From an optimization exercise on the open Yosys and OpenROAD flow, aimed at small area and a short achievable clock period; shortcuts taken in it are not production practice. At most, simulation tests tie the RTL to the original design; equivalence was not proved. Function not checked in run 7: the RTL went through the layout flow alone. No activity file was given, so power comes from the tool's default toggle rates.

<file path="flow/config.mk">
export PLATFORM = sky130hd
export DESIGN_NAME = trace_capture_buf
export DESIGN_NICKNAME = trace_capture_buf
export VERILOG_FILES = /design/flow/design.v
export SDC_FILE = /design/flow/constraint.sdc
export NUM_CORES = 4
export LEC_CHECK = 0
export CAP_MARGIN = 20
export CORE_MARGIN = 2
export CORE_UTILIZATION = 40
export CTS_CLUSTER_DIAMETER = 100
export CTS_CLUSTER_SIZE = 30
export SETUP_SLACK_MARGIN = 2.3
export SLEW_MARGIN = 20
</file>
<file path="flow/constraint.sdc">
create_clock -name core_clock -period 4.5 [get_ports {clk}]
set_input_delay 0.9000 -clock core_clock [delete_from_list [all_inputs] [get_ports {clk}]]
set_output_delay 0.9000 -clock core_clock [all_outputs]
set_load 0.01 [all_outputs]
</file>
<file path="flow/design.v">
module trace_capture_buf #(
  parameter  int DATA_W = 32,
  parameter  int DEPTH  = 64,
  localparam int ADDR_W = $clog2(DEPTH)
) (
  input  logic              clk,
  input  logic              rst,
  input  logic              arm,
  input  logic [ADDR_W:0]   post_cnt,
  input  logic              sample_en,
  input  logic [DATA_W-1:0] sample_data,
  input  logic              trig,
  output logic [1:0]        state,
  output logic [ADDR_W:0]   count,
  output logic              wrapped,
  output logic              rd_valid,
  output logic [DATA_W-1:0] rd_data,
  output logic              rd_last,
  input  logic              rd_ready
);
  localparam logic [1:0] S_IDLE = 2'd0;
  localparam logic [1:0] S_PRE  = 2'd1;
  localparam logic [1:0] S_POST = 2'd2;
  localparam logic [1:0] S_DUMP = 2'd3;
  localparam logic [ADDR_W:0] DEPTH_C = (ADDR_W+1)'(DEPTH);
  localparam logic [ADDR_W:0] ONE_C   = (ADDR_W+1)'(1);
  localparam int LO_B = 3;
  localparam int LO_W = 1 << LO_B;       
  localparam int HI_W = DEPTH / LO_W;    
  logic [1:0]          state_q;
  logic [ADDR_W:0]     count_q;
  logic                wrapped_q;
  logic [ADDR_W:0]     win_q;       
  logic [LO_W-1:0]     rlo_q;       
  logic [HI_W-1:0]     rhi_q;       
  logic                rd_valid_q;
  logic [DATA_W-1:0]   rd_data_q;
  logic                rd_last_q;
  logic [DATA_W-1:0]   mem_q [DEPTH];
  wire capt  = (state_q == S_PRE) || (state_q == S_POST);
  wire smp   = capt && sample_en;
  wire full  = (count_q == DEPTH_C);
  wire win1  = (win_q == ONE_C);
  wire trg   = (state_q == S_PRE) ? trig : 1'b1;    
  wire dump  = (state_q == S_DUMP);
  wire more  = !(rd_valid_q && rd_last_q);
  wire adv   = dump && (!rd_valid_q || rd_ready);
  wire ld    = adv && more;
  wire enter = smp && trg && win1;
  wire [ADDR_W:0] post_clamp = (post_cnt == '0)     ? ONE_C :
                               (post_cnt > DEPTH_C) ? DEPTH_C : post_cnt;
  wire [ADDR_W-1:0] first = full ? ADDR_W'(DEPTH - 1) : count_q[ADDR_W-1:0];
  logic [DATA_W-1:0] grp [HI_W];
  logic [DATA_W-1:0] rd_mux;
  always_comb begin
    for (int g = 0; g < HI_W; g++) begin
      grp[g] = '0;
      for (int j = 0; j < LO_W; j++)
        grp[g] = grp[g] | (mem_q[g*LO_W+j] & {DATA_W{rlo_q[j]}});
    end
    rd_mux = rd_data_q & {DATA_W{!ld}};
    for (int g = 0; g < HI_W; g++)
      rd_mux = rd_mux | (grp[g] & {DATA_W{rhi_q[g] && ld}});
  end
  wire idle   = (state_q == S_IDLE);
  wire pre    = (state_q == S_PRE);
  wire post   = (state_q == S_POST);
  wire start  = idle && arm;
  wire fin    = adv && !more;
  wire go_dmp = smp && trg && win1;
  wire at_row0  = rlo_q[0] && rhi_q[0];
  wire at_rowN  = rlo_q[LO_W-1] && rhi_q[HI_W-1];
  wire hi_step  = ld && rlo_q[0];
  wire [1:0] state_d;
  assign state_d[0] = start || (pre && !(sample_en && trig && !win1)) ||
                      (post && sample_en && win1) || (dump && !fin);
  assign state_d[1] = (pre && sample_en && trig) || post || (dump && !fin);
  logic [LO_W-1:0] rlo_d;
  logic [HI_W-1:0] rhi_d;
  wire  [LO_W-1:0] rlo_init = LO_W'(1) << first[LO_B-1:0];
  wire  [HI_W-1:0] rhi_init = HI_W'(1) << first[ADDR_W-1:LO_B];
  always_comb begin
    for (int j = 0; j < LO_W; j++)
      rlo_d[j] = (enter && rlo_init[j]) || (ld && rlo_q[(j+1)%LO_W]) ||
                 (!ld && !enter && rlo_q[j]);
    for (int g = 0; g < HI_W; g++)
      rhi_d[g] = (enter && rhi_init[g]) || (hi_step && rhi_q[(g+1)%HI_W]) ||
                 (!hi_step && !enter && rhi_q[g]);
  end
  always_ff @(posedge clk) begin
    state_q    <= rst ? S_IDLE : state_d;
    count_q    <= (rst || start) ? '0 : count_q + (ADDR_W+1)'(smp && !full);
    wrapped_q  <= !rst && !start && (wrapped_q || (smp && full));
    rd_valid_q <= !rst && dump && (!rd_valid_q || !rd_ready || !rd_last_q);
    rd_last_q  <= ld ? at_row0 : at_rowN;
    rd_data_q  <= rd_mux;
    rlo_q      <= rlo_d;
    rhi_q      <= rhi_d;
  end
  always_ff @(posedge clk) begin
    if (start)
      win_q <= post_clamp;
    if (smp && trg)
      win_q <= win_q - ONE_C;
  end
  always_ff @(posedge clk) begin
    if (smp) begin
      mem_q[0] <= sample_data;
      for (int i = 1; i < DEPTH; i++)
        mem_q[i] <= mem_q[i-1];
    end
  end
  assign state    = state_q;
  assign count    = count_q;
  assign wrapped  = wrapped_q;
  assign rd_valid = rd_valid_q;
  assign rd_data  = rd_data_q;
  assign rd_last  = rd_last_q;
endmodule
</file>
<file path="flow/run.sh">
#!/bin/bash
# synth_recipe.tcl (not shown) runs the flow's synth.tcl, then flattens the netlist and writes it again
# the make line also repeats each setting of config.mk as NAME=value (left out here)
make -C /OpenROAD-flow-scripts/flow DESIGN_CONFIG=/design/flow/config.mk WORK_HOME=/design/flow/orfs CLKGATE_MAP_FILE= SYNTH_SCRIPT=/design/flow/synth_recipe.tcl finish
</file>
==> results of run 1 <==
## cell families after synthesis
family | Yosys count | share of synthesized area
xor gates and xnor gates | 9 | 0.00104
adders and majority gates | 8 | 0.00132
AOI/OAI and AO/OA | 1235 | 0.122
and+or+nand+nor | 426 | 0.0322
buffers and inverters | 279 | 0.0161
DFF | 2115 | 0.828
## report_power, final
group | internal [mW] | switching, mW | leakage (nW)
sequential | 23.0 | 0.836 | 18.0
combinational | 2.50 | 4.05 | 5.19
clock | 3.59 | 5.79 | 1.14
total | 29.1 | 10.7 | 24.3
## placed cells by master (no fill, tap or decap), types with 50 or more instances in the layout
master     instances
nand4_1          226
a22o_1            63
a22oi_2           66
nand2_1           79
clkbuf_1          53
clkbuf_16         95
edfxtp_1        2055
buf_4             88
a22oi_1          962
dfxtp_4           50
buf_12            58
buf_6             63
## area by class of cell
class	count	area (um2)
tap	2511	3140
clock buffer	137	2300
timing repair buffer	318	4490
sequential	2115	63100
clock inverter	7	83.8
inverter	6	25.0
fill	16000	104000
multi-input combinational	1690	12500
## synth_stat cells, drive strengths merged
cell type	instances	area (um2)
a211o	1	8.76
a21oi	42	210
a221o	7	70.1
a221oi	32	280
a222oi	1	10.0
a22o	63	552
a22oi	1028	7720
a31oi	33	206
a32o	1	10.0
a32oi	2	17.5
and2	7	48.8
and3	1	6.26
and4	1	8.76
buf	117	613
clkbuf	156	586
dfxtp	60	1200
edfxtp	2055	61700
ha	8	100
inv	6	22.5
nand2	81	304
nand2b	4	25.0
nand3	8	40.0
nand3b	5	37.5
nand4	226	1410
nor2	49	184
nor2b	2	20.0
nor3	7	35.0
nor3b	1	7.51
nor4b	1	15.0
o2111a	2	22.5
o2111ai	1	8.76
o211a	4	40.0
o211ai	1	7.51
o21a	1	15.0
o21ai	15	75.1
o22ai	1	6.26
or3	2	12.5
or4	31	293
xnor2	5	43.8
xor2	4	35.0
## how the worst max path moves through the flow
| stage | from | end | slack [ns] |
|---|---|---|---|
| 6_report | rlo_q[3]$_DFF_P_ | rd_data_q[12]$_DFF_P_ | 2.24 |
| 5_1_grt | rlo_q[3]$_DFF_P_ | rd_data_q[12]$_DFF_P_ | 2.20 |
| 4_1_cts | rd_data_q[10]$_DFF_P_ | rd_data[10] | 2.22 |
| 3_5_place_dp | rd_ready | rd_data_q[19]$_DFF_P_ | 1.04 |
| 3_3_place_gp | rd_ready | rd_data_q[11]$_DFF_P_ | 1.06 |
| 2_1_floorplan | sample_en | win_q[0]$_DFFE_PP_ | -3.68 |
## registers in the layout (all words and copies together), names as in the netlist
name        flops
rhi_q           8
rd_valid_q      1
win_q           7
wrapped_q       1
rlo_q           8
count_q         7
mem_q        2048
state_q         2
rd_last_q       1
rd_data_q      32
## critical path: stages (launching register included)
cell and delay, ns:
dfxtp_4 0.40, buf_12 0.16, buf_12 0.18, a22oi_1 0.22
nand4_1 0.25, a22oi_1 0.28, nand2_1 0.08, or4_4 0.47
## per-layer routing
layer / track usage / wire (um) / share of wire
met5: 0 / 30 / 0.00015
met4: 0.0478 / 4580 / 0.023
met3: 0.0234 / 16500 / 0.084
met2: 0.301 / 92200 / 0.47
met1: 0.285 / 83900 / 0.43
## through the flow
step / worst slack [ns] / cells
after floorplan: -3.68 / 4072
after global routing: 2.20 / 6784
final: 2.24 / 6784
after detailed placement: 1.04 / 6499
after global placement: 1.06 / 6499
after CTS: 2.22 / 6742
## timing repair
action	CTS	global route
buffers inserted	74	28
pin swaps	24	71
endpoints found under the setup margin	1652	582
cloned	25	14
resized for setup	386	98
==> results.sh, run 1 <==
export IMPL_rr_endpoint="rd_data_q[12]$_DFF_P_"
export IMPL_report_final_hold_viol_count=0
export IMPL_io_pins=89
export IMPL_worstHoldPathType="reg2reg"
export IMPL_worst_slew_pin_transition_ns=0.914
export IMPL_placement_cell_area_mm2=0.0802
export IMPL_number_of_antenna_violations_at_the_first_check_in_global_routing=4
export IMPL_critical_path_peak_fanout=44
export IMPL_ant_nets=0
export IMPL_mappedNetlistNets=4125
export IMPL_hold_path_depth=0
export IMPL_worst_endpoint_arrival_ns=2.88
export IMPL_vias_per_cell=6.19
export IMPL_grtUsageTotal=0.192
export IMPL_global_route_wire_length_before_repair_um=278000
export IMPL_cts_made_buffers=81
export IMPL_initial_utilization=0.401
export IMPL_tns_ns=0
export IMPL_setup_viol_count_final=0
export IMPL_ir_drop_uv=259
export IMPL_run_status="no timing/DRC/antenna violations"
export IMPL_total_power_mw=39.8
export IMPL_worstPathRequired_ns=5.13
export IMPL_worstSetupEndpointType="flop"
export IMPL_stdcell_area_mm2=0.0856
export IMPL_tritoncts="built"
export IMPL_cts_sinks=2115
export IMPL_worst_r2r_cell_count=7
export IMPL_cap_viol_max_count=0
export IMPL_cts_hold_buffers=0
export IMPL_worstSetupStartpointType="flop"
export IMPL_synthCells=4072
export IMPL_syn_mean_instance_area_um2=18.7
export IMPL_final_min_clock_period_ns=2.26
export IMPL_via_count_of_the_first_global_routing_pass=40200
export IMPL_num_vias=42000
export IMPL_total_drc_errors_in_the_routed_layout=0
export IMPL_synth_yosys_seq_area_share=0.828
export IMPL_cts_root_buf="clkbuf_16"
export IMPL_post_route_cells_drive_above_1_share=0.126
export IMPL_coreArea_mm2=0.190
export IMPL_insertedDiodeCount=0
export IMPL_row_count=160
export IMPL_final_setup_skew_ns=0.0550
export IMPL_drv_slew=0
export IMPL_post_synth_instance_area_mm2=0.0760
export IMPL_synth_seq_cells=2115
export IMPL_critical_path_class="reg2reg"
export IMPL_drtPass1Iterations=6
export IMPL_largest_net_degree_at_the_start_of_global_routing=126
export IMPL_timing_fmax_mhz=443
export IMPL_dr_first_iter_drc_count=5379
export IMPL_yosysUniqueCellTypes=46
export IMPL_wirelength_um=197000
export IMPL_grt_setup_unrepaired="yes"
export IMPL_gp_congestion=0.766
export IMPL_grt_ovfl_total=0
export IMPL_crit_reg_reg_startpoint="rlo_q[3]$_DFF_P_"
export IMPL_worst_r2r_setup_slack_ns=2.24
export IMPL_floorplan_die_area_mm2=0.194
export IMPL_clock_path_buffers=3
export IMPL_floorplan_die_height_um=440
export IMPL_route_detailed_wl_per_inst_um=29.1
export IMPL_cts_htree_levels=3
export IMPL_fin_hold_ws_ns=0.416
export IMPL_cellPowerDensity_mw_per_mm2=464
export IMPL_dp_hpwl_um=95000
export IMPL_final_nets=4265
export IMPL_clk_transition_reported_paths_ns=0.11
export IMPL_cellLeakagePower_nw=24.3
export IMPL_flow_area_growth_from_synthesis_pct=12.6
export IMPL_worst_hold_path_endpoint="mem_q[55][17]$_DFFE_PP_"
export IMPL_buffer_ports_inserted=88
export IMPL_worstHoldStart="mem_q[54][17]$_DFFE_PP_"
export IMPL_layout_core_utilization=0.452
export IMPL_worst_slew_margin_rel=0.391
export IMPL_clk_latency_ns=0.76
export IMPL_yosys_warnings=3
export IMPL_min_period_over_period=0.501
export IMPL_die_width_um=440
==> run 2, diff against run 1 <==
--- a/flow/config.mk
+++ b/flow/config.mk
@@ -8,7 +8,7 @@
 export CAP_MARGIN = 20
 export CORE_MARGIN = 2
 export CORE_UTILIZATION = 40
-export CTS_CLUSTER_DIAMETER = 100
-export CTS_CLUSTER_SIZE = 30
-export SETUP_SLACK_MARGIN = 2.3
+export CTS_CLUSTER_DIAMETER = 70
+export CTS_CLUSTER_SIZE = 27
+export SETUP_SLACK_MARGIN = 2.6
 export SLEW_MARGIN = 20
==> run 2 against run 1 <==
  * Sequential power barely moved
  * Largest power group unchanged
  * Die area did not move
  * Combinational power rose by 32%
  * Critical path type unchanged
  * Hold slack improved by 0.023 ns
  * Sequential share of layout area fell by 8.2 points
  * Setup slack got worse by 0.031 ns
  * Clock skew fell by 0.013 ns
==> results.sh, run 2 <==
export IMPL_largest_register="mem_q"
export IMPL_ant_nets=0
export IMPL_critical_path_peak_fanout=8
export IMPL_cts_root_buf="clkbuf_16"
export IMPL_post_route_cells_drive_above_1_share=0.250
export IMPL_yosys_top_cells_count="2055 x edfxtp_1, 1028 x a22oi_1, 226 x nand4_1"
export IMPL_cap_viol_max_count=0
export IMPL_post_route_worst_setup_slack_ns=2.21
export IMPL_setup_viol_count_final=0
export IMPL_die_width_um=440
export IMPL_floorplan_die_height_um=440
export IMPL_placed_cells_incl_taps=6499
export IMPL_drv_slew=0
export IMPL_clock_path_buffers=3
export IMPL_postSynth_topFlopCell="edfxtp_1"
export IMPL_floorplan_die_area_mm2=0.194
export IMPL_grt_use_met3=0.0350
export IMPL_number_of_antenna_violations_at_the_first_check_in_global_routing=2
export IMPL_gp_congestion=0.766
export IMPL_total_drc_errors_in_the_routed_layout=0
export IMPL_placement_cell_area_mm2=0.0802
export IMPL_worstSetupStartpointType="flop"
export IMPL_cellPowerDensity_mw_per_mm2=464
export IMPL_route_detailed_wl_per_inst_um=32.7
export IMPL_mappedNetlistNets=4125
export IMPL_total_power_mw=44.7
export IMPL_final_setup_skew_ns=0.0422
export IMPL_final_nets=4652
export IMPL_cellLeakagePower_nw=28.8
export IMPL_coreArea_mm2=0.190
export IMPL_buffer_ports_inserted=88
export IMPL_layout_filler_cells=14700
export IMPL_worstPathRequired_ns=5.17
export IMPL_yosysUniqueCellTypes=46
export IMPL_cts_made_buffers=108
export IMPL_row_count=160
export IMPL_num_vias=46400
export IMPL_cts_sinks=2115
export IMPL_worst_endpoint_arrival_ns=2.96
export IMPL_syn_mean_instance_area_um2=18.7
export IMPL_final_min_clock_period_ns=2.29
export IMPL_worst_slew_margin_rel=0.351
export IMPL_via_count_of_the_first_global_routing_pass=42900
export IMPL_layout_cells_non_filler=7196
export IMPL_clk_transition_reported_paths_ns=0.11
export IMPL_run_status="no timing/DRC/antenna violations"
export IMPL_grtUsageTotal=0.226
export IMPL_synth_seq_cells=2115
export IMPL_report_final_hold_viol_count=0
export IMPL_groute_layer_met2_usage=0.342
export IMPL_largest_register_ff_count=2048
export IMPL_yosys_warnings=3
export IMPL_gr_max_usage_layer="met2"
export IMPL_synthArstFlopShare=0
export IMPL_synth_yosys_seq_area_share=0.828
export IMPL_timing_fmax_mhz=437
export IMPL_io_pins=89
export IMPL_wirelength_um=235000
export IMPL_min_period_over_period=0.508
export IMPL_grt_setup_unrepaired="yes"
export IMPL_fin_hold_ws_ns=0.439
export IMPL_dr_first_iter_drc_count=6429
export IMPL_largest_net_degree_at_the_start_of_global_routing=67
export IMPL_post_synth_edffs=2055
export IMPL_critical_path_class="reg2reg"
export IMPL_cts_htree_levels=3
export IMPL_flow_area_growth_from_synthesis_pct=26.8
export IMPL_post_synth_instance_area_mm2=0.0760
export IMPL_reg_largest_list="mem_q x2048, rd_data_q x32"
export IMPL_clk_latency_ns=0.79
export IMPL_ir_drop_uv=335
export IMPL_dp_hpwl_um=95000
export IMPL_vias_per_cell=6.45
export IMPL_synthCells=4072
export IMPL_worst_slew_pin_transition_ns=0.974
export IMPL_synth_area_leaders="edfxtp_1 81%, a22oi_1 10%, nand4_1 1.9%, dfxtp_1 1.6%, clkbuf_1 0.77%"
export IMPL_preCtsSetupSlack_ns=1.04
export IMPL_worstHoldPathType="reg2reg"
export IMPL_synth_top_cell_area_share=0.812
export IMPL_tns_ns=0
export IMPL_most_used_standard_cell_by_instance_count_after_synthesis="edfxtp_1"
export IMPL_synth_top_cell_by_area="edfxtp_1"
export IMPL_layout_common_cells="2055 x edfxtp_1, 798 x a22oi_1, 230 x a22oi_2, 226 x nand4_1, 186 x clkbuf_16"
export IMPL_grt_ovfl_total=0
export IMPL_final_common_cell="edfxtp_1"
export IMPL_global_route_wire_length_before_repair_um=319000
export IMPL_tritoncts="built"
export IMPL_worstSetupEndpointType="flop"
export IMPL_layout_core_utilization=0.508
export IMPL_stdcell_area_mm2=0.0964
export IMPL_initial_utilization=0.401
export IMPL_drtPass1Iterations=6
export IMPL_grt_met1_usage=0.335
-- run 2: cell counts after synthesis --
Identical to the previous run, type by type.
-- run 2: kinds of logic (layout without fill, tap and decap cells) --
| logic type | Yosys count | in the layout | share of synthesized area |
|---|---|---|---|
| other | 0 | 2 | 0 |
| and+or+nand+nor | 426 | 432 | 0.0322 |
| xor gates and xnor gates | 9 | 9 | 0.00104 |
| buffers and inverters | 279 | 881 | 0.0161 |
| AOI/OAI and AO/OA | 1235 | 1238 | 0.122 |
| DFF | 2115 | 2115 | 0.828 |
| adders and majority gates | 8 | 8 | 0.00132 |
-- run 2: metal layers --
| layer | share of wire | wire length, um |
|---|---|---|
| met3 | 0.11 | 26300 |
| met1 | 0.40 | 93200 |
| met2 | 0.45 | 107000 |
| met5 | 0.000098 | 23 |
| met4 | 0.038 | 8860 |
-- run 2: report_power, final --
part	leakage [nW]	internal, mW	switching, mW
logic	8.99	3.89	4.77
registers	18.0	23.0	0.908
clock network	1.82	5.40	6.75
-- run 2: critical path, cell delays in order (launching register included) --
cell and delay [ns]:
dfxtp_4 0.43, buf_12 0.16, buf_16 0.14, buf_16 0.14, buf_12 0.14, a22o_1 0.21
a221oi_1 0.28, a31oi_1 0.14, or4_4 0.53
-- run 2: worst paths after layout --
check / cells past startpoint / to / from / slack, ns
worst max-delay path: 8 / rd_data_q[21]$_DFF_P_ / rlo_q[4]$_DFF_P_ / 2.21
worst min-delay path: 0 / mem_q[19][7]$_DFFE_PP_ / mem_q[18][7]$_DFFE_PP_ / 0.44
worst max register to register: 8 / rd_data_q[21]$_DFF_P_ / rlo_q[4]$_DFF_P_ / 2.21
worst min register to register: 0 / mem_q[19][7]$_DFFE_PP_ / mem_q[18][7]$_DFFE_PP_ / 0.44
-- run 2: area by class of cell --
type	instances	area, um2	area share
clock buffers	121	2770	0.0288
flip-flops and latches	2115	63100	0.655
well taps	2511	3140	0.0326
diodes	2	5.00	0.0000519
inverters	6	32.5	0.000338
repair buffers	681	12900	0.134
clock inverters	73	992	0.0103
multi-input cells	1687	13400	0.139
-- run 2: timing repair --
item | CTS | global route
pin swaps | 198 | 121
cloned | 149 | 102
setup endpoints to repair | 2014 | 1544
resized for setup | 841 | 243
buffers inserted | 194 | 56
endpoints found under the hold margin | 0 | 0
hold buffers | 0 | 0
==> run 3, diff against run 2 <==
--- a/flow/config.mk
+++ b/flow/config.mk
@@ -10,5 +10,5 @@
 export CORE_UTILIZATION = 40
 export CTS_CLUSTER_DIAMETER = 70
 export CTS_CLUSTER_SIZE = 27
-export SETUP_SLACK_MARGIN = 2.6
+export SETUP_SLACK_MARGIN = 2.15
 export SLEW_MARGIN = 20
==> run 3 against run 2 <==
  * Critical endpoint is now rd_data_q[11]$_DFF_P_
  * Highest routed layer unchanged
  * Largest cell class unchanged
  * Utilization shrank 5.9 points
  * Still clean
  * Combinational power down 36%
  * Die area did not move
  * Area after synthesis unchanged
==> results.sh, run 3 <==
export IMPL_report_final_hold_viol_count=0
export IMPL_floorplan_die_height_um=440
export IMPL_tns_ns=0
export IMPL_row_count=160
export IMPL_critical_path_peak_fanout=16
export IMPL_cpLargestDelayFamily="compound AO/OA/AOI/OAI gates"
export IMPL_cts_hold_buffers=0
export IMPL_grt_setup_unrepaired="yes"
export IMPL_largest_register="mem_q"
export IMPL_number_of_antenna_violations_at_the_first_check_in_global_routing=1
export IMPL_flow_area_growth_from_synthesis_pct=12.0
export IMPL_worstSetupStartpointType="input pin"
export IMPL_yosys_top_cells_count="2055 x edfxtp_1, 1028 x a22oi_1, 226 x nand4_1"
export IMPL_power_combinational_fraction=0.134
export IMPL_io_pins=89
export IMPL_largest_net_degree_at_the_start_of_global_routing=200
export IMPL_largest_register_ff_count=2048
export IMPL_sw_frac_of_total=0.268
export IMPL_reg_largest_list="mem_q x2048, rd_data_q x32"
export IMPL_worst_slew_margin_rel=0.415
export IMPL_synth_top_cell_by_area="edfxtp_1"
export IMPL_setup_viol_count_final=0
export IMPL_worst_r2r_cell_count=6
export IMPL_initial_utilization=0.401
export IMPL_global_route_wire_length_before_repair_um=267000
export IMPL_p_int_mw=30.3
export IMPL_hold_path_depth=0
export IMPL_worstPathRequired_ns=5.15
export IMPL_worstHoldStart="mem_q[56][14]$_DFFE_PP_"
export IMPL_postSynth_topFlopCell="edfxtp_1"
export IMPL_floorplan_die_area_mm2=0.194
export IMPL_syn_mean_instance_area_um2=18.7
export IMPL_grtUsageTotal=0.182
export IMPL_wirelength_um=185000
export IMPL_yosysUniqueCellTypes=46
export IMPL_drv_slew=0
export IMPL_switchingPower_mw=11.1
export IMPL_synthArstFlopShare=0
export IMPL_worst_hold_path_endpoint="mem_q[57][14]$_DFFE_PP_"
export IMPL_cts_root_buf="clkbuf_16"
export IMPL_yosys_warnings=3
export IMPL_buffer_ports_inserted=88
export IMPL_synthCells=4072
export IMPL_die_width_um=440
export IMPL_worstHoldPathType="reg2reg"
export IMPL_critical_path_cell_chain="clkdlybuf4s50_1 > nor2b_4 > buf_4 > o211a_4 > a22oi_1 > nand2_1 > or4_4"
export IMPL_gp_congestion=0.766
export IMPL_drtPass1Iterations=6
export IMPL_synth_yosys_seq_area_share=0.828
export IMPL_final_setup_skew_ns=0.0398
export IMPL_worst_slew_pin_transition_ns=0.878
export IMPL_synth_top_cell_area_share=0.812
export IMPL_cap_viol_max_count=0
export IMPL_mappedNetlistNets=4125
export IMPL_worst_r2r_setup_slack_ns=2.16
export IMPL_coreArea_mm2=0.190
export IMPL_dr_first_iter_drc_count=5024
export IMPL_run_status="no timing/DRC/antenna violations"
export IMPL_critical_path_class="in2reg"
export IMPL_clkPwrFrac=0.290
export IMPL_synth_area_leaders="edfxtp_1 81%, a22oi_1 10%, nand4_1 1.9%, dfxtp_1 1.6%, clkbuf_1 0.77%"
export IMPL_final_nets=4216
export IMPL_dp_hpwl_um=95000
export IMPL_synth_seq_cells=2115
export IMPL_worstSetupEndpointType="flop"
export IMPL_final_common_cell="edfxtp_1"
export IMPL_post_route_cells_drive_above_1_share=0.113
export IMPL_cp_num_buf_inv=2
export IMPL_clk_transition_reported_paths_ns=0.10
export IMPL_grt_ovfl_total=0
export IMPL_final_min_clock_period_ns=2.42
export IMPL_cts_htree_levels=3
export IMPL_cts_made_buffers=108
export IMPL_clk_latency_ns=0.78
export IMPL_min_period_over_period=0.538
export IMPL_clock_path_buffers=3
export IMPL_layout_common_cells="2055 x edfxtp_1, 1024 x a22oi_1, 226 x nand4_1, 115 x clkbuf_16, 80 x buf_4"
export IMPL_most_used_standard_cell_by_instance_count_after_synthesis="edfxtp_1"
export IMPL_total_drc_errors_in_the_routed_layout=0
export IMPL_tritoncts="built"
export IMPL_cts_sinks=2115
export IMPL_cp_slowest_stage_delay_ns=0.49
export IMPL_num_vias=41100
export IMPL_worst_endpoint_arrival_ns=3.07
export IMPL_post_synth_instance_area_mm2=0.0760
export IMPL_crit_reg_reg_startpoint="rlo_q[5]$_DFF_P_"
export IMPL_layout_filler_cells=16000
export IMPL_fin_hold_ws_ns=0.442
export IMPL_vias_per_cell=6.09
export IMPL_cellPowerDensity_mw_per_mm2=487
export IMPL_cellLeakagePower_nw=24.2
export IMPL_via_count_of_the_first_global_routing_pass=40100
export IMPL_rr_endpoint="rd_data_q[12]$_DFF_P_"
export IMPL_ir_drop_uv=325
export IMPL_route_detailed_wl_per_inst_um=27.4
export IMPL_sequential_share_of_power=0.576
export IMPL_timing_fmax_mhz=413
export IMPL_ant_nets=0
export IMPL_cpMaxStageDelayCell="o211a_4"
export IMPL_post_synth_edffs=2055
==> run 3: cell counts after synthesis <==
No cell type changed its count.
==> run 3: layout make-up <==
| class | count | area, um2 | share of cell area |
|---|---|---|---|
| clock buffer | 121 | 2770 | 0.0326 |
| clock inverter | 73 | 992 | 0.0116 |
| sequential | 2115 | 63100 | 0.741 |
| multi-input combinational | 1681 | 12000 | 0.141 |
| tap | 2511 | 3140 | 0.0369 |
| antenna | 3 | 7.51 | 0.0000881 |
| inverter | 6 | 22.5 | 0.000264 |
| timing repair buffer | 251 | 3110 | 0.0365 |
==> run 3: how the worst max path moves through the flow <==
stage	start	cells after the start	slack, ns	end
6_report	rd_ready	7	2.08	rd_data_q[11]$_DFF_P_
5_1_grt	rd_ready	6	2.08	rd_data_q[5]$_DFF_P_
3_5_place_dp	rd_ready	7	1.04	rd_data_q[19]$_DFF_P_
4_1_cts	rd_data_q[10]$_DFF_P_	1	2.04	rd_data[10]
3_3_place_gp	rd_ready	7	1.06	rd_data_q[11]$_DFF_P_
2_1_floorplan	sample_en	5	-3.68	win_q[0]$_DFFE_PP_
==> run 3: logic make-up (layout without fill, tap and decap cells) <==
kind of cell / Yosys count / after routing / synth area share
flops: 2115 / 2115 / 0.828
compound gates: 1235 / 1238 / 0.122
simple gates: 426 / 426 / 0.0322
buf+inv: 279 / 451 / 0.0161
xor+xnor: 9 / 9 / 0.00104
fa+ha+maj: 8 / 8 / 0.00132
other cells: 0 / 3 / 0
==> run 3: worst register-to-register path, delay by kind of cell, from the launching register on <==
family	cells	cell delay, ns
simple gates	3	0.81
compound gates	2	0.69
buf+inv	1	0.25
flops	1	0.48
==> run 3: power by group through the flow <==
stage	Clock [mW]	Combinational (mW)	Sequential, mW
3_5_place_dp	0	5.24	24.4
5_1_grt	12.9	5.92	24.0
2_1_floorplan	0	3.11	24.1
6_report	12.0	5.55	23.9
3_3_place_gp	0	5.25	24.4
4_1_cts	12.3	5.37	23.9
==> run 3: routing by layer <==
metal,track usage,vias to the layer above,wire length (um)
met5,0,-,89
met4,0.0470,2,4510
met3,0.0250,228,14700
met2,0.284,1896,86600
met1,0.269,21600,79400
li1,-,17400,-
==> run 3: repair_timing <==
action / CTS / global route
endpoints found under the setup margin: 1436 / 775
resized for setup: 240 / 24
pin swaps: 0 / 6
buffers inserted: 28 / 26
cloned: 2 / 9
hold endpoints to repair: 0 / 0
==> run 3: per-stage QoR <==
stage / utilization / setup slack (ns) / instances / cell area, um2 / power (mW)
final: 0.449 / 2.08 / 6761 / 85200 / 41.4
after detailed placement: 0.423 / 1.04 / 6499 / 80200 / 29.6
after global placement: 0.423 / 1.06 / 6499 / 80200 / 29.6
after floorplan: - / -3.68 / 4072 / 76100 / 27.2
after CTS: 0.446 / 2.04 / 6723 / 84600 / 41.6
after global routing: 0.449 / 2.08 / 6758 / 85200 / 42.8
==> run 4, diff against run 3 <==
--- a/flow/config.mk
+++ b/flow/config.mk
@@ -10,5 +10,5 @@
 export CORE_UTILIZATION = 40
 export CTS_CLUSTER_DIAMETER = 70
 export CTS_CLUSTER_SIZE = 27
-export SETUP_SLACK_MARGIN = 2.15
+export SETUP_SLACK_MARGIN = 2.3
 export SLEW_MARGIN = 20
==> run 4 against run 3 <==
  * Die area unchanged
  * Clock power about the same
  * Sequential share of layout area decreased by 1.3 points
  * Non-clock buffer count increased by 57
  * Highest routed layer is now met4
==> results.sh, run 4 <==
export IMPL_cp_slowest_stage_delay_ns=0.48
export IMPL_synth_seq_cells=2115
export IMPL_critical_path_class="reg2reg"
export IMPL_ir_drop_uv=292
export IMPL_vias_per_cell=6.17
export IMPL_drtPass1Iterations=6
export IMPL_hold_path_depth=0
export IMPL_global_route_wire_length_before_repair_um=281000
export IMPL_worstSetupEndpointType="flop"
export IMPL_switchingPower_mw=11.4
export IMPL_worst_hold_path_endpoint="mem_q[19][7]$_DFFE_PP_"
export IMPL_worst_endpoint_arrival_ns=2.91
export IMPL_synthSimpleGateAreaFrac=0.0322
export IMPL_synth_yosys_seq_area_share=0.828
export IMPL_synthArstFlopShare=0
export IMPL_final_common_cell="edfxtp_1"
export IMPL_yosys_top_cells_count="2055 x edfxtp_1, 1028 x a22oi_1, 226 x nand4_1"
export IMPL_sw_frac_of_total=0.271
export IMPL_p_int_mw=30.7
export IMPL_gp_congestion=0.766
export IMPL_row_count=160
export IMPL_final_nets=4278
export IMPL_total_drc_errors_in_the_routed_layout=0
export IMPL_syn_mean_instance_area_um2=18.7
export IMPL_worstSetupStartpointType="flop"
export IMPL_synthXorXnorAreaFrac=0.00104
export IMPL_post_synth_fa_ha_maj_area_fraction=0.00132
export IMPL_placement_cell_area_mm2=0.0802
export IMPL_critical_path_cell_chain="buf_12 > buf_12 > a22oi_1 > nand4_1 > a22oi_1 > nand2_1 > or4_1"
export IMPL_cts_htree_levels=3
export IMPL_mappedNetlistNets=4125
export IMPL_route_detailed_wl_per_inst_um=28.7
export IMPL_floorplan_die_area_mm2=0.194
export IMPL_post_synth_edffs=2055
export IMPL_largest_net_degree_at_the_start_of_global_routing=101
export IMPL_synth_top_cell_area_share=0.812
export IMPL_buffer_ports_inserted=88
export IMPL_run_status="no timing/DRC/antenna violations"
export IMPL_grt_setup_unrepaired="yes"
export IMPL_io_pins=89
export IMPL_fin_hold_ws_ns=0.429
export IMPL_clk_latency_ns=0.79
export IMPL_largest_register_ff_count=2048
export IMPL_synth_top_family_by_area="compound AO/OA/AOI/OAI gates"
export IMPL_final_setup_skew_ns=0.0490
export IMPL_fraction_of_synthesized_area_in_multiplexers=0
export IMPL_coreArea_mm2=0.190
export IMPL_critical_path_peak_fanout=39
export IMPL_dr_first_iter_drc_count=5139
export IMPL_post_route_cells_drive_above_1_share=0.136
export IMPL_clock_path_buffers=3
export IMPL_worstPathRequired_ns=5.15
export IMPL_cellLeakagePower_nw=24.9
export IMPL_cpLargestDelayFamily="simple AND/OR/NAND/NOR gates"
export IMPL_cellPowerDensity_mw_per_mm2=487
export IMPL_num_vias=42100
export IMPL_via_count_of_the_first_global_routing_pass=40800
export IMPL_ant_nets=0
export IMPL_drv_slew=0
export IMPL_min_period_over_period=0.500
export IMPL_largest_register="mem_q"
export IMPL_worstHoldPathType="reg2reg"
export IMPL_stdcell_area_mm2=0.0867
export IMPL_initial_utilization=0.401
export IMPL_yosys_warnings=3
export IMPL_flow_area_growth_from_synthesis_pct=14.1
export IMPL_rr_endpoint="rd_data_q[18]$_DFF_P_"
export IMPL_sequential_share_of_power=0.566
export IMPL_layout_common_cells="2055 x edfxtp_1, 988 x a22oi_1, 226 x nand4_1, 115 x clkbuf_16, 87 x buf_4"
export IMPL_number_of_antenna_violations_at_the_first_check_in_global_routing=0
export IMPL_wirelength_um=196000
export IMPL_dp_hpwl_um=95000
export IMPL_most_used_standard_cell_by_instance_count_after_synthesis="edfxtp_1"
export IMPL_cpMaxStageDelayCell="dfxtp_4"
export IMPL_timing_fmax_mhz=444
export IMPL_die_width_um=440
export IMPL_setup_viol_count_final=0
export IMPL_worst_slew_pin_transition_ns=0.898
export IMPL_worstHoldStart="mem_q[18][7]$_DFFE_PP_"
export IMPL_clk_transition_reported_paths_ns=0.11
export IMPL_postSynth_topFlopCell="edfxtp_1"
export IMPL_grt_ovfl_total=0
export IMPL_cts_made_buffers=108
export IMPL_floorplan_die_height_um=440
export IMPL_worst_r2r_setup_slack_ns=2.25
export IMPL_worst_slew_margin_rel=0.401
export IMPL_final_min_clock_period_ns=2.25
export IMPL_cts_root_buf="clkbuf_16"
export IMPL_synth_compound_area_share=0.122
export IMPL_placed_cells_incl_taps=6499
export IMPL_synth_area_leaders="edfxtp_1 81%, a22oi_1 10%, nand4_1 1.9%, dfxtp_1 1.6%, clkbuf_1 0.77%"
export IMPL_report_final_hold_viol_count=0
export IMPL_power_combinational_fraction=0.148
export IMPL_post_synth_instance_area_mm2=0.0760
export IMPL_layout_cells_non_filler=6822
export IMPL_grtUsageTotal=0.194
export IMPL_cts_sinks=2115
export IMPL_reg_largest_list="mem_q x2048, rd_data_q x32"
export IMPL_yosysUniqueCellTypes=46
export IMPL_clkPwrFrac=0.286
export IMPL_synthCells=4072
export IMPL_crit_reg_reg_startpoint="rlo_q[2]$_DFF_P_"
export IMPL_layout_core_utilization=0.457
export IMPL_tritoncts="built"
export IMPL_cp_num_buf_inv=2
export IMPL_worst_r2r_cell_count=7
export IMPL_synth_top_cell_by_area="edfxtp_1"
export IMPL_cap_viol_max_count=0
==> run 4: kinds of logic after synthesis <==
logic type,count (synthesis)
flip-flops,2115
AO/OA/AOI/OAI,1235
AND/OR/NAND/NOR,426
buffers and inverters,279
XOR/XNOR,9
adder cells (fa/ha/maj),8
==> run 4: worst reg2reg max path, cell delays in order, from the launching register on <==
cell and delay [ns]:
dfxtp_4 0.48, buf_12 0.20, buf_12 0.21, a22oi_1 0.23
nand4_1 0.23, a22oi_1 0.26, nand2_1 0.06, or4_1 0.46
==> run 4: what timing repair did <==
item / 4_1_cts / 5_1_grt
pin swaps: 14 / 51
resized for setup: 386 / 71
hold buffers: 0 / 0
setup buffers: 81 / 16
endpoints found under the setup margin: 1645 / 548
gates cloned: 23 / 7
==> run 4: layout make-up <==
| type | instances | area, um2 |
|---|---|---|
| Antenna cell | 2 | 5.00 |
| Clock buffer | 121 | 2770 |
| Clock inverter | 73 | 992 |
| Fill cell | 15900 | 103000 |
| Inverter | 6 | 25.0 |
| Multi-Input combinational cell | 1686 | 12300 |
| Sequential cell | 2115 | 63100 |
| Tap cell | 2511 | 3140 |
| Timing Repair Buffer | 308 | 4360 |
==> run 4: layer usage <==
layer	global-route usage	vias up	share of wire
met5	0	-	0
met4	0.0625	0	0.032
met3	0.0276	285	0.083
met2	0.297	2055	0.46
met1	0.286	22200	0.43
li1	-	17600	-
==> run 4: worst max path at each step <==
| stage | from | endpoint | slack [ns] | depth (start not counted) |
|---|---|---|---|---|
| after detailed placement | rd_ready | rd_data_q[19]$_DFF_P_ | 1.04 | 7 |
| after floorplan | sample_en | win_q[0]$_DFFE_PP_ | -3.68 | 5 |
| after CTS | rd_data_q[10]$_DFF_P_ | rd_data[10] | 2.20 | 1 |
| after global placement | rd_ready | rd_data_q[11]$_DFF_P_ | 1.06 | 7 |
| final | rlo_q[2]$_DFF_P_ | rd_data_q[18]$_DFF_P_ | 2.25 | 7 |
| after global routing | rlo_q[0]$_DFF_P_ | rd_data_q[18]$_DFF_P_ | 2.23 | 6 |
==> run 4: power groups by stage <==
stage	Clock [mW]	Sequential, mW	Combinational [mW]
3_3_place_gp	0	24.4	5.25
2_1_floorplan	0	24.1	3.11
4_1_cts	12.3	23.9	6.02
3_5_place_dp	0	24.4	5.24
6_report	12.1	23.9	6.26
5_1_grt	12.9	24.0	6.61
==> run 4: per-stage QoR <==
step	power (mW)	setup WS, ns	setup TNS (ns)
final	42.2	2.25	0
after global routing	43.5	2.23	0
after CTS	42.2	2.20	0
after detailed placement	29.6	1.04	0
after global placement	29.6	1.06	0
after floorplan	27.2	-3.68	-4105.29
==> run 5, diff against run 4 <==
--- a/flow/config.mk
+++ b/flow/config.mk
@@ -7,7 +7,7 @@
 export LEC_CHECK = 0
 export CAP_MARGIN = 20
 export CORE_MARGIN = 2
-export CORE_UTILIZATION = 40
+export CORE_UTILIZATION = 50
 export CTS_CLUSTER_DIAMETER = 70
 export CTS_CLUSTER_SIZE = 27
 export SETUP_SLACK_MARGIN = 2.3
==> run 5 against run 4 <==
  * Sequential share of layout area fell by 0.074 points
  * Sequential power barely moved
  * Register-to-register slack got worse by 0.12 ns
  * Non-clock buffer count fell by 1
  * Synthesized cell count did not move
  * Critical path type unchanged
  * Largest cell class unchanged
  * Still clean
  * Clock skew fell by 0.0053 ns
  * Fmax fell by 5.1%
  * Cell count fell by 6.6%
  * Critical path depth fell by 1
  * Critical endpoint is now rd_data_q[12]$_DFF_P_
  * Cell area barely moved
  * Die area fell by 20%
==> results.sh, run 5 <==
export IMPL_reg_largest_list="mem_q x2048, rd_data_q x32"
export IMPL_layout_filler_cells=11400
export IMPL_flow_area_growth_from_synthesis_pct=14.2
export IMPL_largest_register_ff_count=2048
export IMPL_cpMaxStageDelayCell="dfxtp_4"
export IMPL_hold_path_depth=0
export IMPL_worst_r2r_cell_count=6
export IMPL_critical_path_cell_chain="buf_16 > a22oi_1 > nand4_1 > a22oi_2 > nand2_1 > or4_4"
export IMPL_route_met3_wl_um=19100
export IMPL_synthArstFlopShare=0
export IMPL_number_of_antenna_violations_at_the_first_check_in_global_routing=3
export IMPL_drv_slew=0
export IMPL_vias_per_cell=6.69
export IMPL_largest_net_degree_at_the_start_of_global_routing=178
export IMPL_top_signal_layer_used="met4"
export IMPL_io_pins=89
export IMPL_preCtsSetupSlack_ns=0.935
export IMPL_dr_first_iter_drc_count=5627
export IMPL_grt_ovfl_total=0
export IMPL_synth_top_cell_by_area="edfxtp_1"
export IMPL_cts_htree_levels=3
export IMPL_num_vias=42600
export IMPL_route_detailed_wl_per_inst_um=31.4
export IMPL_most_used_standard_cell_by_instance_count_after_synthesis="edfxtp_1"
export IMPL_final_setup_skew_ns=0.0437
export IMPL_worstHoldStart="mem_q[26][16]$_DFFE_PP_"
export IMPL_postSynth_topFlopCell="edfxtp_1"
export IMPL_ant_nets=0
export IMPL_syn_mean_instance_area_um2=18.7
export IMPL_worst_hold_path_endpoint="mem_q[27][16]$_DFFE_PP_"
export IMPL_worstSetupEndpointType="flop"
export IMPL_critical_path_peak_fanout=42
export IMPL_cpLargestDelayFamily="simple AND/OR/NAND/NOR gates"
export IMPL_synth_seq_cells=2115
export IMPL_clk_latency_ns=0.79
export IMPL_layout_common_cells="2055 x edfxtp_1, 999 x a22oi_1, 226 x nand4_1, 126 x clkbuf_16, 79 x nand2_1"
export IMPL_wirelength_um=200000
export IMPL_cellLeakagePower_nw=25.2
export IMPL_rr_endpoint="rd_data_q[12]$_DFF_P_"
export IMPL_synth_area_leaders="edfxtp_1 81%, a22oi_1 10%, nand4_1 1.9%, dfxtp_1 1.6%, clkbuf_1 0.77%"
export IMPL_clk_transition_reported_paths_ns=0.11
export IMPL_fin_hold_ws_ns=0.443
export IMPL_timing_fmax_mhz=422
export IMPL_worstPathRequired_ns=5.14
export IMPL_post_route_cells_drive_above_1_share=0.141
export IMPL_cts_root_buf="clkbuf_16"
export IMPL_grt_setup_unrepaired="yes"
export IMPL_mappedNetlistNets=4125
export IMPL_cap_viol_max_count=0
export IMPL_critical_path_class="reg2reg"
export IMPL_grtUsageTotal=0.240
export IMPL_post_synth_instance_area_mm2=0.0760
export IMPL_run_status="no timing/DRC/antenna violations"
export IMPL_worst_slew_margin_rel=0.477
export IMPL_tritoncts="built"
export IMPL_largest_register="mem_q"
export IMPL_post_route_worst_setup_slack_ns=2.13
export IMPL_worst_r2r_setup_slack_ns=2.13
export IMPL_floorplan_die_area_mm2=0.155
export IMPL_cts_made_buffers=116
export IMPL_met1_length_um=84100
export IMPL_ir_drop_uv=406
export IMPL_synth_top_cell_area_share=0.812
export IMPL_worstHoldPathType="reg2reg"
export IMPL_initial_utilization=0.502
export IMPL_stdcell_area_mm2=0.0868
export IMPL_placement_cell_area_mm2=0.0797
export IMPL_drtPass1Iterations=6
export IMPL_cp_slowest_stage_delay_ns=0.46
export IMPL_worst_endpoint_arrival_ns=3.01
export IMPL_dp_hpwl_um=94600
export IMPL_cp_num_buf_inv=1
export IMPL_synthCells=4072
export IMPL_global_route_wire_length_before_repair_um=278000
export IMPL_synth_yosys_seq_area_share=0.828
export IMPL_setup_viol_count_final=0
export IMPL_crit_reg_reg_startpoint="rlo_q[0]$_DFF_P_"
export IMPL_clock_path_buffers=3
export IMPL_yosys_top_cells_count="2055 x edfxtp_1, 1028 x a22oi_1, 226 x nand4_1"
export IMPL_cellPowerDensity_mw_per_mm2=493
export IMPL_final_min_clock_period_ns=2.37
export IMPL_floorplan_die_height_um=394
export IMPL_worst_slew_pin_transition_ns=0.776
export IMPL_worstSetupStartpointType="flop"
export IMPL_cts_hold_buffers=0
export IMPL_routed_wire_length_on_met2_um=91700
export IMPL_min_period_over_period=0.527
export IMPL_total_drc_errors_in_the_routed_layout=0
export IMPL_via_count_of_the_first_global_routing_pass=40600
export IMPL_yosys_warnings=3
export IMPL_layout_core_utilization=0.573
export IMPL_die_width_um=394
export IMPL_buffer_ports_inserted=88
export IMPL_final_nets=4293
export IMPL_final_common_cell="edfxtp_1"
export IMPL_yosysUniqueCellTypes=46
export IMPL_post_synth_edffs=2055
export IMPL_report_final_hold_viol_count=0
export IMPL_gp_congestion=0.754
export IMPL_coreArea_mm2=0.152
export IMPL_cts_sinks=2115
export IMPL_row_count=143
run 5: layout make-up:
type,instances,area (um2),share of cell area
diodes,1,2.50,0.0000288
clock buffers,133,3030,0.0349
clock inverters,87,1200,0.0138
inverters,6,25.0,0.000288
multi-input cells,1694,12400,0.143
flip-flops and latches,2115,63100,0.727
well taps,2030,2540,0.0293
repair buffers,307,4510,0.0519
run 5: how the worst max path moves through the flow:
stage / from / endpoint / slack, ns / cells past startpoint
2_1_floorplan: sample_en / win_q[0]$_DFFE_PP_ / -3.68 / 5
3_3_place_gp: rd_ready / rd_data_q[11]$_DFF_P_ / 1.00 / 6
3_5_place_dp: rd_ready / rd_data_q[15]$_DFF_P_ / 0.94 / 6
4_1_cts: rd_data_q[27]$_DFF_P_ / rd_data[27] / 2.16 / 1
5_1_grt: rlo_q[0]$_DFF_P_ / rd_data_q[12]$_DFF_P_ / 2.18 / 6
6_report: rlo_q[0]$_DFF_P_ / rd_data_q[12]$_DFF_P_ / 2.13 / 6
run 5: kinds of logic after synthesis:
family | synth area share
buffers and inverters | 0.0161
XOR/XNOR | 0.00104
flip-flops | 0.828
AO/OA/AOI/OAI | 0.122
adder cells (fa/ha/maj) | 0.00132
AND/OR/NAND/NOR | 0.0322
run 5: per-stage QoR:
step,setup TNS (ns),power (mW),std cells
after floorplan,-4105.29,27.2,4072
after global placement,0,29.5,6024
after detailed placement,0,29.6,6024
after CTS,0,42.8,6322
after global routing,0,44.1,6372
final,0,42.8,6373
run 5: where the power goes:
part           switching (mW)  internal, mW  total (mW)
clock network            6.86          5.95        12.8
logic                    3.84          2.28        6.13
registers               0.904          23.0        23.9
total                    11.6          31.2        42.8
run 5: what timing repair did:
action | CTS | global route
pin swaps | 6 | 27
hold endpoints to repair | 0 | 0
gates cloned | 27 | 18
buffers inserted | 51 | 32
gates resized for setup | 374 | 81
setup endpoints to repair | 1646 | 1207
run 5: per-layer routing:
| metal | track usage | vias to the layer above |
|---|---|---|
| met5 | 0 | - |
| met4 | 0.0547 | 0 |
| met3 | 0.0379 | 254 |
| met2 | 0.365 | 2322 |
| met1 | 0.366 | 22400 |
| li1 | - | 17700 |
==> run 6, diff against run 5 <==
==> flow/flow/run.sh (new file) <==
#!/bin/bash
# The standard layout, except that the ports are buffered with a plain
# buffer (buf_4) instead of the delay cell buffer_ports picks by default.
# Each step's full output goes to its own log in the work folder.
set -euo pipefail
bash standard.sh synth > synth.log 2>&1
bash standard.sh 'BUFFER_PORTS_ARGS=-buffer_cell sky130_fd_sc_hd__buf_4' finish > layout.log 2>&1
==> flow/standard.sh (new file) <==
#!/bin/bash
# synth_recipe.tcl (not shown) runs the flow's synth.tcl, then flattens the netlist and writes it again
# the make line also repeats each setting of config.mk as NAME=value (left out here)
make -C /OpenROAD-flow-scripts/flow DESIGN_CONFIG=/design/flow/config.mk WORK_HOME=/design/flow/orfs CLKGATE_MAP_FILE= SYNTH_SCRIPT=/design/flow/synth_recipe.tcl "${@:-finish}"
--- a/flow/config.mk
+++ b/flow/config.mk
@@ -7,7 +7,7 @@
 export LEC_CHECK = 0
 export CAP_MARGIN = 20
 export CORE_MARGIN = 2
-export CORE_UTILIZATION = 50
+export CORE_UTILIZATION = 40
 export CTS_CLUSTER_DIAMETER = 70
 export CTS_CLUSTER_SIZE = 27
 export SETUP_SLACK_MARGIN = 2.3
removed: flow/run.sh
==> run 6 against run 5 <==
  * Still clean
  * Area after synthesis stayed put
  * Total power is 0.43% lower
  * Flip-flop and latch count stayed put
  * Cell count is 7.8% higher
  * Clock-buffer cell count is 1 higher
  * Register-to-register slack better by 0.11 ns
  * Cell area is 0.77% higher
  * Clock power is 5% lower
  * Non-clock buffer count is 36 higher
  * Die area is 25% higher
  * Clock skew is 0.00059 ns higher
  * Critical path type is now reg2out
  * Largest cell class unchanged
  * Largest power group unchanged
==> results.sh, run 6 <==
export IMPL_worstPathRequired_ns=3.60
export IMPL_worstSetupStartpointType="flop"
export IMPL_ant_nets=0
export IMPL_tritoncts="built"
export IMPL_dp_hpwl_um=90200
export IMPL_synth_top_cell_area_share=0.812
export IMPL_yosysUniqueCellTypes=46
export IMPL_post_synth_edffs=2055
export IMPL_synthCells=4072
export IMPL_via_count_of_the_first_global_routing_pass=40000
export IMPL_floorplan_die_area_mm2=0.194
export IMPL_yosys_warnings=3
export IMPL_layout_common_cells="2055 x edfxtp_1, 946 x a22oi_1, 226 x nand4_1, 151 x buf_4, 138 x clkbuf_16"
export IMPL_vias_per_cell=6.21
export IMPL_cpMaxStageDelayCell="dfxtp_4"
export IMPL_min_period_over_period=0.506
export IMPL_largest_register_ff_count=2048
export IMPL_largest_net_degree_at_the_start_of_global_routing=149
export IMPL_critical_path_class="reg2out"
export IMPL_postSynth_topFlopCell="edfxtp_1"
export IMPL_syn_mean_instance_area_um2=18.7
export IMPL_final_common_cell="edfxtp_1"
export IMPL_number_of_antenna_violations_at_the_first_check_in_global_routing=3
export IMPL_placement_cell_area_mm2=0.0801
export IMPL_num_vias=42700
export IMPL_post_synth_instance_area_mm2=0.0760
export IMPL_yosys_top_cells_count="2055 x edfxtp_1, 1028 x a22oi_1, 226 x nand4_1"
export IMPL_coreArea_mm2=0.190
export IMPL_synth_yosys_seq_area_share=0.828
export IMPL_final_nets=4317
export IMPL_synth_seq_cells=2115
export IMPL_clock_path_buffers=3
export IMPL_area_sequential_mm2=0.0631
export IMPL_total_power_mw=42.6
export IMPL_clk_transition_reported_paths_ns=0.09
export IMPL_timing_fmax_mhz=439
export IMPL_cts_made_buffers=109
export IMPL_ir_drop_uv=354
export IMPL_cap_viol_max_count=0
export IMPL_global_route_wire_length_before_repair_um=270000
export IMPL_cts_htree_levels=3
export IMPL_fin_hold_ws_ns=0.289
export IMPL_run_status="no timing/DRC/antenna violations"
export IMPL_cellLeakagePower_nw=25.2
export IMPL_dr_first_iter_drc_count=5908
export IMPL_route_detailed_wl_per_inst_um=30.0
export IMPL_report_final_hold_viol_count=0
export IMPL_worstHoldPathType="in2reg"
export IMPL_critical_path_peak_fanout=3
export IMPL_layout_cells_non_filler=6873
export IMPL_io_pins=89
export IMPL_multi_input_comb_area_mm2=0.0126
export IMPL_layout_core_utilization=0.461
export IMPL_path_common_cell="buf_6"
export IMPL_reg_largest_list="mem_q x2048, rd_data_q x32"
export IMPL_die_width_um=440
export IMPL_cts_root_buf="clkbuf_16"
export IMPL_setup_viol_count_final=0
export IMPL_largest_register="mem_q"
export IMPL_worst_slew_pin_transition_ns=0.821
export IMPL_flow_area_growth_from_synthesis_pct=15.1
export IMPL_grt_ovfl_total=0
export IMPL_most_used_standard_cell_by_instance_count_after_synthesis="edfxtp_1"
export IMPL_total_drc_errors_in_the_routed_layout=0
export IMPL_post_route_cells_drive_above_1_share=0.165
export IMPL_final_min_clock_period_ns=2.28
export IMPL_layout_filler_cells=15800
export IMPL_drv_slew=0
export IMPL_clk_latency_ns=0.80
export IMPL_cts_hold_buffers=0
export IMPL_initial_utilization=0.401
export IMPL_wirelength_um=206000
export IMPL_gp_congestion=0.754
export IMPL_mappedNetlistNets=4125
export IMPL_floorplan_die_height_um=440
export IMPL_grtUsageTotal=0.185
export IMPL_cellPowerDensity_mw_per_mm2=488
export IMPL_synth_top_cell_by_area="edfxtp_1"
export IMPL_critical_path_cell_chain="buf_6 > buf_6"
export IMPL_placed_cells_incl_taps=6496
export IMPL_drtPass1Iterations=6
export IMPL_final_setup_skew_ns=0.0443
export IMPL_cp_slowest_stage_delay_ns=0.37
export IMPL_cts_sinks=2115
export IMPL_stdcell_area_mm2=0.0875
export IMPL_worst_slew_margin_rel=0.453
export IMPL_worst_endpoint_arrival_ns=1.38
export IMPL_grt_setup_unrepaired="yes"
export IMPL_worstSetupEndpointType="output port"
export IMPL_row_count=160
export IMPL_synthArstFlopShare=0
export IMPL_synth_area_leaders="edfxtp_1 81%, a22oi_1 10%, nand4_1 1.9%, dfxtp_1 1.6%, clkbuf_1 0.77%"
export IMPL_buffer_ports_inserted=88
## run 6: changes by cell type in the layout (fill, tap and decap cells not counted), moves of 5 or more
cell             before  now
inv_6                21   14
buf_4                78  151
clkinv_2              9    1
bufbuf_16            10    3
a22oi_1             999  946
clkinv_8             13    6
a22oi_2              29   82
buf_12               45   50
clkbuf_16           126  138
clkinv_4              4   10
buf_16               40   32
clkbuf_1             12   18
clkdlybuf4s50_1      42    0
## run 6: per-layer routing
layer	GRT usage	routed length, um	up-vias
li1	-	-	17600
met1	0.266	84800	22400
met2	0.287	95200	2367
met3	0.0354	19800	260
met4	0.0584	6420	2
met5	0	91	-
## run 6: area by class of cell
type,instances,share of cell area
Sequential cell,2115,0.721
Multi-Input combinational cell,1689,0.144
Timing Repair Buffer,343,0.0536
Tap cell,2511,0.0359
Clock buffer,134,0.0336
Clock inverter,72,0.0114
Inverter,6,0.000315
Antenna cell,3,0.0000858
## run 6: power breakdown
part           switching [mW]  internal (mW)  total, mW
registers               0.807           23.0       23.8
logic                    4.13           2.49       6.61
clock network            6.71           5.53       12.2
total                    11.6           31.0       42.6
## run 6: repair_timing
item | in CTS | in global routing
cloned | 13 | 42
pin swaps | 4 | 71
endpoints found under the setup margin | 2100 | 978
gates resized for setup | 150 | 147
setup buffers | 35 | 78
## run 6: logic make-up after synthesis
logic type / share of synthesized area
xor gates and xnor gates: 0.00104
adders and majority gates: 0.00132
buffers and inverters: 0.0161
DFF: 0.828
AOI/OAI and AO/OA: 0.122
and+or+nand+nor: 0.0322
## run 6: worst max-delay path: cells and delay by family (launching register included)
kind | cells | cell delay (ns)
buffers and inverters | 2 | 0.23
flip-flops | 1 | 0.37
## run 6: path summary, 6_finish.rpt
kind | startpoint | to | slack [ns] | cells after the start
min reg2reg | mem_q[39][31]$_DFFE_PP_ | mem_q[40][31]$_DFFE_PP_ | 0.44 | 0
min | sample_data[30] | mem_q[0][30]$_DFFE_PP_ | 0.29 | 1
max | state_q[0]$_SDFF_PP0_ | state[0] | 2.22 | 2
max reg2reg | rlo_q[7]$_DFF_P_ | rd_data_q[29]$_DFF_P_ | 2.24 | 8
## run 6: per-stage QoR
| stage | setup TNS [ns] | worst slack, ns |
|---|---|---|
| 2_1_floorplan | -4105.29 | -3.68 |
| 6_report | 0 | 2.22 |
| 5_1_grt | 0 | 2.19 |
| 3_3_place_gp | 0 | 1.24 |
| 4_1_cts | 0 | 2.16 |
| 3_5_place_dp | 0 | 1.22 |
==> run 7, diff against run 6 <==
--- a/flow/design.v
+++ b/flow/design.v
@@ -31,8 +31,8 @@
   logic [ADDR_W:0]     count_q;
   logic                wrapped_q;
   logic [ADDR_W:0]     win_q;       
-  logic [LO_W-1:0]     rlo_q;       
-  logic [HI_W-1:0]     rhi_q;       
+  localparam int NL   = 2;              
+  localparam int LW   = DATA_W / NL;
   logic                rd_valid_q;
   logic [DATA_W-1:0]   rd_data_q;
   logic                rd_last_q;
@@ -50,43 +50,50 @@
   wire [ADDR_W:0] post_clamp = (post_cnt == '0)     ? ONE_C :
                                (post_cnt > DEPTH_C) ? DEPTH_C : post_cnt;
   wire [ADDR_W-1:0] first = full ? ADDR_W'(DEPTH - 1) : count_q[ADDR_W-1:0];
-  logic [DATA_W-1:0] grp [HI_W];
   logic [DATA_W-1:0] rd_mux;
-  always_comb begin
-    for (int g = 0; g < HI_W; g++) begin
-      grp[g] = '0;
+  logic              at_row0, at_rowN;
+  for (genvar l = 0; l < NL; l++) begin : g_lane
+    logic [LO_W-1:0] rlo_q, rlo_d;
+    logic [HI_W-1:0] rhi_q, rhi_d;
+    logic [LW-1:0]   mux;
+    wire             hi_step = ld && rlo_q[0];
+    always_comb begin : g_mux
+      logic [LW-1:0] grp, acc;
+      acc = rd_data_q[l*LW +: LW] & {LW{!ld}};
+      for (int g = 0; g < HI_W; g++) begin
+        grp = '0;
+        for (int j = 0; j < LO_W; j++)
+          grp = grp | (mem_q[g*LO_W+j][l*LW +: LW] & {LW{rlo_q[j]}});
+        acc = acc | (grp & {LW{rhi_q[g] && ld}});
+      end
+      mux = acc;
+    end
+    assign rd_mux[l*LW +: LW] = mux;
+    always_comb begin
       for (int j = 0; j < LO_W; j++)
-        grp[g] = grp[g] | (mem_q[g*LO_W+j] & {DATA_W{rlo_q[j]}});
+        rlo_d[j] = (enter && first[LO_B-1:0] == LO_B'(j)) ||
+                   (ld && rlo_q[(j+1)%LO_W]) || (!ld && !enter && rlo_q[j]);
+      for (int g = 0; g < HI_W; g++)
+        rhi_d[g] = (enter && first[ADDR_W-1:LO_B] == (ADDR_W-LO_B)'(g)) ||
+                   (hi_step && rhi_q[(g+1)%HI_W]) || (!hi_step && !enter && rhi_q[g]);
     end
-    rd_mux = rd_data_q & {DATA_W{!ld}};
-    for (int g = 0; g < HI_W; g++)
-      rd_mux = rd_mux | (grp[g] & {DATA_W{rhi_q[g] && ld}});
+    always_ff @(posedge clk) begin
+      rlo_q <= rlo_d;
+      rhi_q <= rhi_d;
+    end
   end
+  assign at_row0 = g_lane[0].rlo_q[0] && g_lane[0].rhi_q[0];
+  assign at_rowN = g_lane[0].rlo_q[LO_W-1] && g_lane[0].rhi_q[HI_W-1];
   wire idle   = (state_q == S_IDLE);
   wire pre    = (state_q == S_PRE);
   wire post   = (state_q == S_POST);
   wire start  = idle && arm;
   wire fin    = adv && !more;
   wire go_dmp = smp && trg && win1;
-  wire at_row0  = rlo_q[0] && rhi_q[0];
-  wire at_rowN  = rlo_q[LO_W-1] && rhi_q[HI_W-1];
-  wire hi_step  = ld && rlo_q[0];
   wire [1:0] state_d;
   assign state_d[0] = start || (pre && !(sample_en && trig && !win1)) ||
                       (post && sample_en && win1) || (dump && !fin);
   assign state_d[1] = (pre && sample_en && trig) || post || (dump && !fin);
-  logic [LO_W-1:0] rlo_d;
-  logic [HI_W-1:0] rhi_d;
-  wire  [LO_W-1:0] rlo_init = LO_W'(1) << first[LO_B-1:0];
-  wire  [HI_W-1:0] rhi_init = HI_W'(1) << first[ADDR_W-1:LO_B];
-  always_comb begin
-    for (int j = 0; j < LO_W; j++)
-      rlo_d[j] = (enter && rlo_init[j]) || (ld && rlo_q[(j+1)%LO_W]) ||
-                 (!ld && !enter && rlo_q[j]);
-    for (int g = 0; g < HI_W; g++)
-      rhi_d[g] = (enter && rhi_init[g]) || (hi_step && rhi_q[(g+1)%HI_W]) ||
-                 (!hi_step && !enter && rhi_q[g]);
-  end
   always_ff @(posedge clk) begin
     state_q    <= rst ? S_IDLE : state_d;
     count_q    <= (rst || start) ? '0 : count_q + (ADDR_W+1)'(smp && !full);
@@ -94,8 +101,6 @@
     rd_valid_q <= !rst && dump && (!rd_valid_q || !rd_ready || !rd_last_q);
     rd_last_q  <= ld ? at_row0 : at_rowN;
     rd_data_q  <= rd_mux;
-    rlo_q      <= rlo_d;
-    rhi_q      <= rhi_d;
   end
   always_ff @(posedge clk) begin
     if (start)
==> run 7 against run 6 <==
  * Still clean on timing, DRC and antenna
  * Synthesized cell count shrank 0.79%
  * Non-clock buffer count grew 72
  * Fmax shrank 2.2%
  * Setup slack lost 0.052 ns
  * Hold slack gained 0.0015 ns
  * Cell count grew 0.52%
  * Sequential power is essentially flat
  * Clock skew shrank 0.019 ns
  * Largest cell class unchanged
  * Highest routed layer unchanged
==> results.sh, run 7 <==
export IMPL_grt_setup_unrepaired="yes"
export IMPL_synth_seq_cells=2131
export IMPL_worstSetupEndpointType="flop"
export IMPL_cp_num_buf_inv=2
export IMPL_layout_common_cells="2055 x edfxtp_1, 860 x a22oi_1, 203 x nand4_1, 190 x buf_4, 124 x clkbuf_16"
export IMPL_ant_nets=0
export IMPL_cts_hold_buffers=0
export IMPL_placement_cell_area_mm2=0.0806
export IMPL_coreArea_mm2=0.190
export IMPL_synth_top_cell_area_share=0.809
export IMPL_row_count=160
export IMPL_cts_htree_levels=3
export IMPL_dp_hpwl_um=95700
export IMPL_clock_path_buffers=3
export IMPL_critical_path_cell_chain="buf_4 > buf_8 > a22oi_1 > nand4_1 > a222oi_1 > a21oi_1 > or4b_4"
export IMPL_grt_ovfl_total=0
export IMPL_clk_latency_ns=0.79
export IMPL_postSynth_topFlopCell="edfxtp_1"
export IMPL_wirelength_um=198000
export IMPL_insertedDiodeCount=0
export IMPL_floorplan_die_area_mm2=0.194
export IMPL_synth_top_cell_by_area="edfxtp_1"
export IMPL_drtPass1Iterations=6
export IMPL_initial_utilization=0.402
export IMPL_timing_fmax_mhz=429
export IMPL_cpMaxStageDelayCell="or4b_4"
export IMPL_worstHoldPathType="in2reg"
export IMPL_largest_register_ff_count=2048
export IMPL_critical_path_peak_fanout=11
export IMPL_yosysUniqueCellTypes=51
export IMPL_post_synth_instance_area_mm2=0.0763
export IMPL_dr_first_iter_drc_count=5639
export IMPL_grtUsageTotal=0.196
export IMPL_worst_slew_pin_transition_ns=1.09
export IMPL_io_pins=89
export IMPL_cellLeakagePower_nw=25.6
export IMPL_global_route_wire_length_before_repair_um=285000
export IMPL_num_vias=42400
export IMPL_worst_slew_margin_rel=0.273
export IMPL_route_detailed_wl_per_inst_um=28.6
export IMPL_clk_transition_reported_paths_ns=0.10
export IMPL_final_nets=4353
export IMPL_report_final_hold_viol_count=0
export IMPL_worst_endpoint_arrival_ns=2.99
export IMPL_vias_per_cell=6.14
export IMPL_drv_slew=0
export IMPL_cpLargestDelayFamily="compound AO/OA/AOI/OAI gates"
export IMPL_most_used_standard_cell_by_instance_count_after_synthesis="edfxtp_1"
export IMPL_yosys_top_cells_count="2055 x edfxtp_1, 932 x a22oi_1, 203 x nand4_1"
export IMPL_largest_register="mem_q"
export IMPL_yosys_warnings=2
export IMPL_layout_core_utilization=0.467
export IMPL_synthArstFlopShare=0
export IMPL_largest_net_degree_at_the_start_of_global_routing=117
export IMPL_cts_sinks=2131
export IMPL_floorplan_die_height_um=441
export IMPL_worstSetupStartpointType="flop"
export IMPL_via_count_of_the_first_global_routing_pass=41100
export IMPL_total_drc_errors_in_the_routed_layout=0
export IMPL_setup_viol_count_final=0
export IMPL_synth_yosys_seq_area_share=0.828
export IMPL_number_of_antenna_violations_at_the_first_check_in_global_routing=3
export IMPL_synthCells=4040
export IMPL_cellPowerDensity_mw_per_mm2=432
export IMPL_flow_area_growth_from_synthesis_pct=16.2
export IMPL_tritoncts="built"
export IMPL_final_min_clock_period_ns=2.33
export IMPL_run_status="no timing/DRC/antenna violations"
export IMPL_final_setup_skew_ns=0.0250
export IMPL_reg_largest_list="mem_q x2048, rd_data_q x32"
export IMPL_stdcell_area_mm2=0.0887
==> run 7: cell count changes in the layout (fill, tap and decap cells not counted), sizes merged, moves of 22 or more <==
| cell | previous run | this run |
|---|---|---|
| buf | 312 | 394 |
| a221oi | 32 | 54 |
| clkbuf | 162 | 133 |
| a31oi | 33 | 55 |
| nand2 | 81 | 25 |
| a222oi | 1 | 41 |
| or4 | 31 | 2 |
| nand4 | 226 | 203 |
| a22oi | 1028 | 932 |
==> run 7: worst register-to-register path: stages, from the launching register on <==
cell      delay (ns)
dfxtp_4         0.45
buf_4           0.18
buf_8           0.15
a22oi_1         0.21
nand4_1         0.18
a222oi_1        0.43
a21oi_1         0.13
or4b_4          0.49
==> run 7: where the power goes <==
group	internal, mW	switching [mW]
Combinational	0.956	1.55
Sequential	23.0	0.702
Clock	5.27	6.81
Total	29.3	9.06
==> run 7: area by class of cell <==
class,instances,area (um2)
inverters,7,28.8
well taps,2511,3140
clock buffers,125,2960
repair buffers,415,5690
flip-flops and latches,2131,63400
clock inverters,89,913
multi-input cells,1631,12500
fillers,15800,101000
==> run 7: metrics by stage <==
| stage | setup TNS [ns] | setup slack [ns] | power [mW] | std cells | hold slack, ns |
|---|---|---|---|---|---|
| after floorplan | -4158.30 | -3.68 | 25.3 | 4040 | 0.426 |
| after global placement | 0 | 1.01 | 26.2 | 6499 | 0.429 |
| after detailed placement | 0 | 1.03 | 26.2 | 6499 | 0.432 |
| after CTS | 0 | 2.19 | 38.5 | 6864 | 0.232 |
| after global routing | 0 | 2.16 | 39.5 | 6909 | 0.235 |
| final | 0 | 2.17 | 38.3 | 6909 | 0.290 |
==> run 7: what timing repair did <==
item | in CTS | in global routing
pin swaps | 45 | 93
setup endpoints to repair | 1910 | 584
resized for setup | 252 | 112
buffers inserted | 127 | 37
gates cloned | 24 | 8
==> run 7: kinds of logic after synthesis <==
kind of cell    after synthesis  share of synthesized area
simple gates                364                     0.0283
buf+inv                     281                     0.0157
compound gates             1248                      0.125
xor+xnor                      8                   0.000918
fa+ha+maj                     8                    0.00131
flops                      2131                      0.828
==> run 7: metal layers <==
layer / global-route usage / up-vias / part of all wire / routed length, um
li1: - / 17900 / - / -
met1: 0.278 / 22400 / 0.41 / 81200
met2: 0.320 / 1959 / 0.49 / 96400
met3: 0.0289 / 261 / 0.077 / 15200
met4: 0.0480 / 2 / 0.026 / 5090
met5: 0 / - / 0.000066 / 13
==> run 7: final timing paths <==
check	startpoint	end	slack, ns	cells after the start
setup reg to reg	g_lane[0].rlo_q[6]$_DFF_P_	rd_data_q[3]$_DFF_P_	2.17	7
hold / removal	sample_data[23]	mem_q[0][23]$_DFFE_PP_	0.29	1
setup / recovery	g_lane[0].rlo_q[6]$_DFF_P_	rd_data_q[3]$_DFF_P_	2.17	7
hold reg to reg	mem_q[61][1]$_DFFE_PP_	mem_q[62][1]$_DFFE_PP_	0.43	0
